Source: an optimization exercise on an open RTL-to-GDS flow (aim: small area, a short achievable clock period and few clock cycles per item). Production flows keep margins and buffers that such runs may drop. Function not checked in this run: the RTL went through the layout flow alone. Power is estimated from default activity; no workload was simulated.

[flow/config.mk]
export PLATFORM = sky130hd
export DESIGN_NAME = trade_record_varint_parser
export DESIGN_NICKNAME = trade_record_varint_parser
export VERILOG_FILES = /design/flow/design.v
export SDC_FILE = /design/flow/constraint.sdc
export NUM_CORES = 4
export LEC_CHECK = 0
export CAP_MARGIN = 20
export CORE_MARGIN = 2
export CORE_UTILIZATION = 40
export SLEW_MARGIN = 20
[flow/run.sh]
#!/bin/bash
# synth_recipe.tcl (not shown) runs the flow's synth.tcl, then flattens the netlist and writes it again
# the make line also repeats each setting of config.mk as NAME=value (left out here)
make -C /OpenROAD-flow-scripts/flow DESIGN_CONFIG=/design/flow/config.mk WORK_HOME=/design/flow/orfs CLKGATE_MAP_FILE= SYNTH_SCRIPT=/design/flow/synth_recipe.tcl finish
[flow/constraint.sdc]
create_clock -name core_clock -period 10.0 [get_ports {clk_i}]
set_input_delay 2.0000 -clock core_clock [delete_from_list [all_inputs] [get_ports {clk_i}]]
set_output_delay 2.0000 -clock core_clock [all_outputs]
set_load 0.01 [all_outputs]
[flow/design.v]
package trvp_pkg;
  localparam int MinutesPerDay = 24 * 60;
  localparam int MagW          = 62;
  localparam logic [3:0] ErrNone      = 4'd0;
  localparam logic [3:0] ErrNoTime    = 4'd1;
  localparam logic [3:0] ErrMissing   = 4'd2;
  localparam logic [3:0] ErrNoTerm    = 4'd3;
  localparam logic [3:0] ErrTooLong   = 4'd4;
  localparam logic [3:0] ErrBadMinute = 4'd5;
  localparam logic [3:0] ErrNegCount  = 4'd6;
  localparam logic [3:0] ErrOverflow  = 4'd7;
  localparam logic [3:0] ErrNegPrice  = 4'd8;
endpackage
module trade_record_varint_parser (
  input  logic                clk_i,
  input  logic                rst_ni,
  input  logic                in_valid_i,
  output logic                in_stall_o,
  input  logic [8:0]          in_data_i,
  output logic                out_valid_o,
  input  logic                out_stall_i,
  output logic [430:0]        out_data_o,
  input  logic                psel,
  input  logic                penable,
  input  logic                pwrite,
  input  logic [2:0]          paddr,
  input  logic [31:0]         pwdata,
  output logic [31:0]         prdata,
  output logic                pready
);
  localparam int MagW = trvp_pkg::MagW;
  localparam int PTLo = 0;
  localparam int PTHi = 1;
  localparam int PF0  = 2;    
  localparam int PF1  = 3;    
  localparam int PF2  = 4;    
  localparam int PF3  = 5;    
  localparam int PF4  = 6;    
  logic [15:0] rc_q, start_q, prd_q;
  assign pready = 1'b1;
  assign prdata = {16'b0, prd_q};
  always_ff @(posedge clk_i or negedge rst_ni) begin
    if (!rst_ni) begin
      rc_q    <= '0;
      start_q <= '0;
    end else if (psel && penable && pwrite) begin
      if (paddr[2]) start_q <= pwdata[15:0];
      else          rc_q    <= pwdata[15:0];
    end
  end
  always_ff @(posedge clk_i) begin
    prd_q <= paddr[2] ? start_q : rc_q;
  end
  logic [8:0] ib_q, sk_q;
  logic       ib_v_q, sk_v_q;
  logic       accept, take, ib_load;
  assign in_stall_o = sk_v_q;
  assign accept     = in_valid_i && !sk_v_q;
  assign ib_load    = !ib_v_q || take;
  always_ff @(posedge clk_i or negedge rst_ni) begin
    if (!rst_ni) begin
      ib_v_q <= 1'b0;
      sk_v_q <= 1'b0;
    end else begin
      if (ib_load) ib_v_q <= sk_v_q || accept;
      sk_v_q <= sk_v_q ? !ib_load : (accept && !ib_load);
    end
  end
  always_ff @(posedge clk_i) begin
    if (ib_load) ib_q <= sk_v_q ? sk_q : in_data_i;
    if (!sk_v_q) sk_q <= in_data_i;
  end
  logic [6:0]      ph_q;
  logic [7:0]      tlow_q;
  logic [10:0]     minute_q;
  logic [63:0]     acc_q;         
  logic            sign_q, invar_q;
  logic [8:0]      g_q;           
  logic [63:0]     f0_q, f3_q;
  logic [MagW-1:0] f1_q, f2_q;
  logic            vneg_q, oneg_q, ovf_q, negp_q, upd_q, pz_q;
  logic [63:0]     price_q;
  logic [15:0]     cnt_q;
  logic            halted_q;
  logic            ov_q, olast_q;
  logic [3:0]      oerr_q;
  logic [15:0]     orn_q;
  logic [16:0]     oabs_q;
  logic [10:0]     omin_q;
  logic [7:0]      b;
  logic            be, cont, first, toolong, live, more, act, vph, fend;
  logic [15:0]     t_word;
  logic [MagW-1:0] acc_nx, mag_z;
  logic            sign_nx;
  logic [63:0]     val_z;
  logic [3:0]      err;
  logic            errany, rec_done, res, block, proc, replay, pe_reset;
  logic [64:0]     sum;
  assign b       = ib_q[8:1];
  assign be      = ib_q[0];
  assign cont    = b[7];
  assign first   = !invar_q;
  assign toolong = invar_q && g_q[8];
  assign live    = !halted_q && (cnt_q < rc_q);
  assign more    = (cnt_q + 16'd1) < rc_q;
  assign act     = ib_v_q && live;
  assign vph     = |ph_q[PF4:PF0];
  assign fend    = vph && !toolong && !cont;
  assign t_word  = {b, tlow_q};
  always_comb begin
    acc_nx[5:0] = first ? b[5:0] : acc_q[5:0];
    for (int j = 1; j <= 8; j++) begin
      acc_nx[6 + 7 * (j - 1) +: 7] = (!first && g_q[j - 1]) ? b[6:0]
                                   : (first ? 7'b0 : acc_q[6 + 7 * (j - 1) +: 7]);
    end
  end
  assign sign_nx = first ? b[6] : sign_q;
  always_comb begin
    err      = trvp_pkg::ErrNone;
    rec_done = 1'b0;
    if (ph_q[PTLo]) begin
      if (be) err = trvp_pkg::ErrNoTime;
    end else if (ph_q[PTHi]) begin
      if (t_word >= 16'(trvp_pkg::MinutesPerDay)) err = trvp_pkg::ErrBadMinute;
      else if (be)                                 err = trvp_pkg::ErrMissing;
    end else if (toolong) begin
      err = trvp_pkg::ErrTooLong;
    end else if (cont) begin
      if (be) err = trvp_pkg::ErrNoTerm;
    end else if (!ph_q[PF4]) begin
      if (be) err = trvp_pkg::ErrMissing;
    end else if (vneg_q || oneg_q) begin
      err = trvp_pkg::ErrNegCount;
    end else if (ovf_q) begin
      err = trvp_pkg::ErrOverflow;
    end else if (negp_q) begin
      err = trvp_pkg::ErrNegPrice;
    end else begin
      rec_done = 1'b1;
    end
  end
  assign errany   = act && (err != trvp_pkg::ErrNone);
  assign res      = act && (errany || rec_done);
  assign block    = ov_q && (res || (act && vph) || be);
  assign proc     = act && !block;
  assign replay   = rec_done && be && more;
  assign take     = ib_v_q && !block && !(act && replay);
  assign pe_reset = take && be;
  assign mag_z = errany ? '0 : acc_nx;
  assign val_z = sign_nx ? -{2'b00, mag_z} : {2'b00, mag_z};
  assign sum = {price_q[63], price_q} + {f0_q[63], f0_q};
  always_ff @(posedge clk_i or negedge rst_ni) begin
    if (!rst_ni) begin
      ph_q     <= 7'b1 << PTLo;
      invar_q  <= 1'b0;
      cnt_q    <= '0;
      halted_q <= 1'b0;
      upd_q    <= 1'b0;
      ov_q     <= 1'b0;
      pz_q     <= 1'b0;
    end else begin
      if (!ov_q) pz_q <= 1'b0;
      if (ov_q && !out_stall_i) ov_q <= 1'b0;
      upd_q <= 1'b0;
      if (proc) begin
        if (ph_q[PTLo]) begin
          ph_q <= 7'b1 << PTHi;
        end else if (ph_q[PTHi]) begin
          ph_q    <= 7'b1 << PF0;
          invar_q <= 1'b0;
        end else if (!toolong) begin
          invar_q <= cont;
          if (!cont) ph_q <= ph_q[PF4] ? 7'(1 << PTLo) : (ph_q << 1);
          if (!cont && ph_q[PF0] && !be) upd_q <= 1'b1;
        end
        if (rec_done) cnt_q <= cnt_q + 16'd1;
        if (errany) halted_q <= 1'b1;
        if (res) ov_q <= 1'b1;
      end
      if (pe_reset) begin
        ph_q     <= 7'b1 << PTLo;
        invar_q  <= 1'b0;
        cnt_q    <= '0;
        halted_q <= 1'b0;
        upd_q    <= 1'b0;
        pz_q     <= 1'b1;
      end
    end
  end
  always_ff @(posedge clk_i) begin
    if (proc && ph_q[PTLo]) tlow_q <= b;
    if (proc && ph_q[PTHi]) minute_q <= t_word[10:0];
    if (proc && vph && !toolong) begin
      sign_q <= sign_nx;
      g_q    <= first ? 9'b1 : (g_q << 1);
    end
    if (proc && (vph || errany)) begin
      acc_q <= (ph_q[PF4] && fend) ? val_z : {2'b00, mag_z};
    end
    if (proc && ((fend && ph_q[PF0]) || errany)) f0_q <= val_z;
    if (proc && ((fend && ph_q[PF1]) || errany)) begin
      f1_q   <= mag_z;
      vneg_q <= sign_nx && (|acc_nx);
    end
    if (proc && ((fend && ph_q[PF2]) || errany)) begin
      f2_q   <= mag_z;
      oneg_q <= sign_nx && (|acc_nx);
    end
    if (proc && ((fend && ph_q[PF3]) || errany)) f3_q <= val_z;
    if (upd_q) begin
      ovf_q  <= (price_q[63] == f0_q[63]) && (sum[63] != price_q[63]);
      negp_q <= sum[63];
    end
    if (!rst_ni || (pz_q && !ov_q) || (proc && errany)) price_q <= '0;
    else if (upd_q)                              price_q <= sum[63:0];
    if (proc && res) begin
      oerr_q  <= err;
      olast_q <= !(rec_done && replay);
      orn_q   <= cnt_q;
      oabs_q  <= 17'(start_q) + 17'(cnt_q);
      omin_q  <= rec_done ? minute_q : 11'd0;
    end
  end
  assign out_valid_o = ov_q;
  assign out_data_o  = {orn_q, oabs_q, omin_q, f0_q, price_q, 1'b0, f1_q, 1'b0, f2_q, f3_q,
                        acc_q, oerr_q, olast_q};
endmodule
==> reports/qor.txt <==
CP Cell Sequence: nor2_2 > and4b_1 > and2_1 > o31ai_2 > a2111oi_4 > buf_4 > or3_1 > buf_4 > nand2_1 > ha_1 > inv_1 > nor2_1 > and3_1 > nand2_1 > nor3_1 > o22ai_1 > xnor2_1
Fmax achieved: 158.4 MHz
Yosys cell types: 97
clock latency (worst-skew pair): 600 ps
cell type with the highest aggregate area in the netlist: edfxtp_1
RSZ-0062 raised after global routing: false
VDD IR max: 0.1942 mV
DRC violations left: 0
chip height: 269.1 um
WL final: 97830 um
Seq/Total Area, Yosys: 55.34%
Final Setup Violations: 0
worst slack at placement: 3954 ps
Root Buffer: clkbuf_16
Area Overhead vs Synth: 28.22%
final period utilization: 63.12%
worst stage delay on the critical path: 890 ps
Power Total: 0.01102 W
MaxCap Viol Count: 0
Synth area leaders: edfxtp_1, dfxtp_1, dfrtp_1, ha_1, xnor2_1
top sig layer: met4
Worst Setup Path Type: flip-flop to flip-flop
hold_buf cts: 0
Crit path required time: 10330 ps
Post-CTS Resized: 0
Pint: 0.006827 W
setup bufs post-CTS: 0
Sw Pwr: 0.004193 W
Setup WS post-layout: 3688 ps
most common flop cell mapped by yosys: edfxtp_1
PortBufs: 479
Clock Skew: 27.37 ps
layout cells sized above 1: 9.525%
sequential share of power: 37.6%
status: finished clean
core area: 69790 um^2
IO Pins: 517
met3 wire length: 7609 um
M1 WL: 42440 um
syn_area_per_cell: 11.34 um^2
ANT nets after route: 0
met2 WL: 45190 um
DP HPWL: 73470 um
Slowest cell on crit path: edfxtp_1
Post-synth EDFFs: 407
part of the power in combinational logic: 39.9%
number of nets in the layout: 3106
FF+latch count, synth: 558
Hold/Removal Path Class: flip-flop to flip-flop
kind of end point of the critical path: flip-flop
CTS max path bufs: 3
CTS sink count: 558
Synth Instances: 2479
Async SR Flop Fraction: 11.11%
die width: 269.1 um
final hold violation count: 0
Slew Limit Fails: 0
vias per inst: 5.561
CP arrival: 6640 ps
fin crit period: 6312 ps
Total Die Area: 72420 um^2
wire per inst: 24.87 um
Synth top area share: 43.48%
most frequent cells in the layout: clkdlybuf4s50_1, edfxtp_1, nor2_1
Slew Limit Headroom: 25.37%
crit path launch type: flip-flop
first-pass GRT wire length: 143500 um
initial antenna violation count: 4
Clk pwr share: 22.5%
Setup TNS: 0 ps
clock buffer count from CTS: 66
post-synthesis cell area: 28110 um^2
CTS tree: yes
top cell family by delay on the critical path: simple AND/OR/NAND/NOR gates
GRT Util Overall: 26.43%
commonest non-fill, non-tap cell in the layout: clkdlybuf4s50_1
Buf/Inv on CP: 3
Yosys warning total: 1
Slew @ Worst Pin: 1112 ps
routed vias: 21.88k
placer congestion estimate: 0.9072
switching share of total power: 38.05%
H-tree levels: 3
Remaining Overflow, GRT: 0
Initial Utilization: 40.28%
critical path peak fanout: 38
pin count of the biggest net entering global routing: 73
Pleak: 14.01 nW
Pwr Density: 305.7 nW/um^2
vias in the first global route: 21.20k
Cells after DPL: 3814
drt first pass iters: 5
Row Count: 97
Initial DRC Count: 2293
Clock transition at path regs: 60 ps
fin cells: 3934
[final cells by class]
class	instances	area, um^2
Clock inverter	35	422.9
Tap cell	940	1176
Timing Repair Buffer	510	5025
Fill cell	6111	33740
Antenna cell	2	5.005
Clock buffer	83	1788
Inverter	80	300.3
Multi-Input combinational cell	1726	11770
Sequential cell	558	15560
[through the flow]
step | area [um^2] | hold slack, ps | util (%)
after global placement | 33810 | 404.9 | 48.45
after global routing | 36040 | 417.8 | 51.64
after floorplan | 28180 | 400.3 | -
after detailed placement | 33830 | 404.5 | 48.48
after CTS | 36040 | 395.9 | 51.65
final | 36040 | 391.9 | 51.65
[metal layers]
metal  global-route usage (%)  vias to the layer above
met5                        0                        -
met4                    6.924                        0
met3                    5.067                      137
met2                    42.32                      985
met1                    36.77                    10877
li1                         -                     9879
[logic make-up (layout without fill, tap and decap cells)]
kind of cell               count (synthesis)  after routing  share of synthesized area [%]
and+or+nand+nor                          771            771                          13.07
DFF                                      558            558                          55.34
AOI/OAI and AO/OA                        467            467                          10.95
buffers and inverters                    212            708                          3.356
xor gates and xnor gates                 202            202                          6.293
muxes                                    154            154                          5.884
adders and majority gates                113            113                          5.083
other                                      2             21                        0.02671
[worst register-to-register path, stage by stage, from the launching register on]
cell	delay, ps
edfxtp_1	890
nor2_2	250
and4b_1	270
and2_1	180
o31ai_2	340
a2111oi_4	60
buf_4	240
or3_1	410
buf_4	300
nand2_1	190
ha_1	590
inv_1	290
nor2_1	200
and3_1	360
nand2_1	260
nor3_1	570
o22ai_1	210
xnor2_1	450
[path summary, 6_finish.rpt]
path	cells past startpoint	from	slack [ps]	endpoint
worst max-delay path	17	ib_q[7]	3690	f3_q[52]
worst min-delay path	0	tlow_q[0]	390	minute_q[0]
worst max register to register	17	ib_q[7]	3690	f3_q[52]
worst min register to register	0	tlow_q[0]	390	minute_q[0]
max in group asynchronous	2	rst_ni	7590	invar_q
min in group asynchronous	1	rst_ni	1300	pz_q
[power by group through the flow]
| stage | logic (W) | registers, W | clock network [W] |
|---|---|---|---|
| 6_report | 0.00440 | 0.00414 | 0.00247 |
| 5_1_grt | 0.00467 | 0.00420 | 0.00260 |
| 4_1_cts | 0.00439 | 0.00414 | 0.00252 |
| 3_5_place_dp | 0.00438 | 0.00417 | 0 |
| 3_3_place_gp | 0.00434 | 0.00417 | 0 |
| 2_1_floorplan | 0.00183 | 0.00428 | 0 |
[synthesized netlist by cell type, types with 13 or more instances]
library cell / instances
xor2_1: 76
buf_2: 30
dfrtp_1: 61
o22ai_1: 15
and3_1: 29
o21ai_0: 94
nand4_1: 24
nand3_1: 71
inv_1: 80
a31oi_1: 19
nand2b_1: 21
a21oi_1: 121
xnor2_1: 126
and2_1: 37
nor3_1: 43
nand2_1: 202
edfxtp_1: 407
a21o_1: 50
o21a_1: 17
buf_4: 21
o211ai_1: 16
mux2_2: 89
clkbuf_1: 65
nor2b_1: 13
o21bai_1: 19
nor2_1: 259
mux2i_1: 64
dfxtp_1: 89
a211oi_1: 23
ha_1: 111
[flip-flops by register name, summed over array words and instances (netlist names), 17 cells and up]
signal   cells
acc_q       64
f0_q        64
f3_q        64
price_q     64
f1_q        62
f2_q        62
oabs_q      17

[afterwards: timing with drivers on the ports]
The results above use ideal ports. As a check the final layout listed here was re-extracted and re-timed, cells and wires unchanged.
Step 1 assumes that a clkbuf_16 drives the clock port and a buf_2 every other input.
Step 2 times the ports against the registers' clock, not the clock port: input delays grow and output delays shrink by t, the midpoint of the rising clock arrivals with the driver on.
Three values: ideal ports, drivers, drivers and shift; two values: the first two.
shift t [ns]: 0.656
setup slack, ns: 3.688 / 3.688 / 3.688
latest minus earliest clock arrival (ns): 0.028 / 0.028
cell pins on the clock port's net: 1
After both steps setup and hold are still met in this run. The setup slack of this run moves by 0.000 ns with the drivers and by 0.000 ns with both steps.
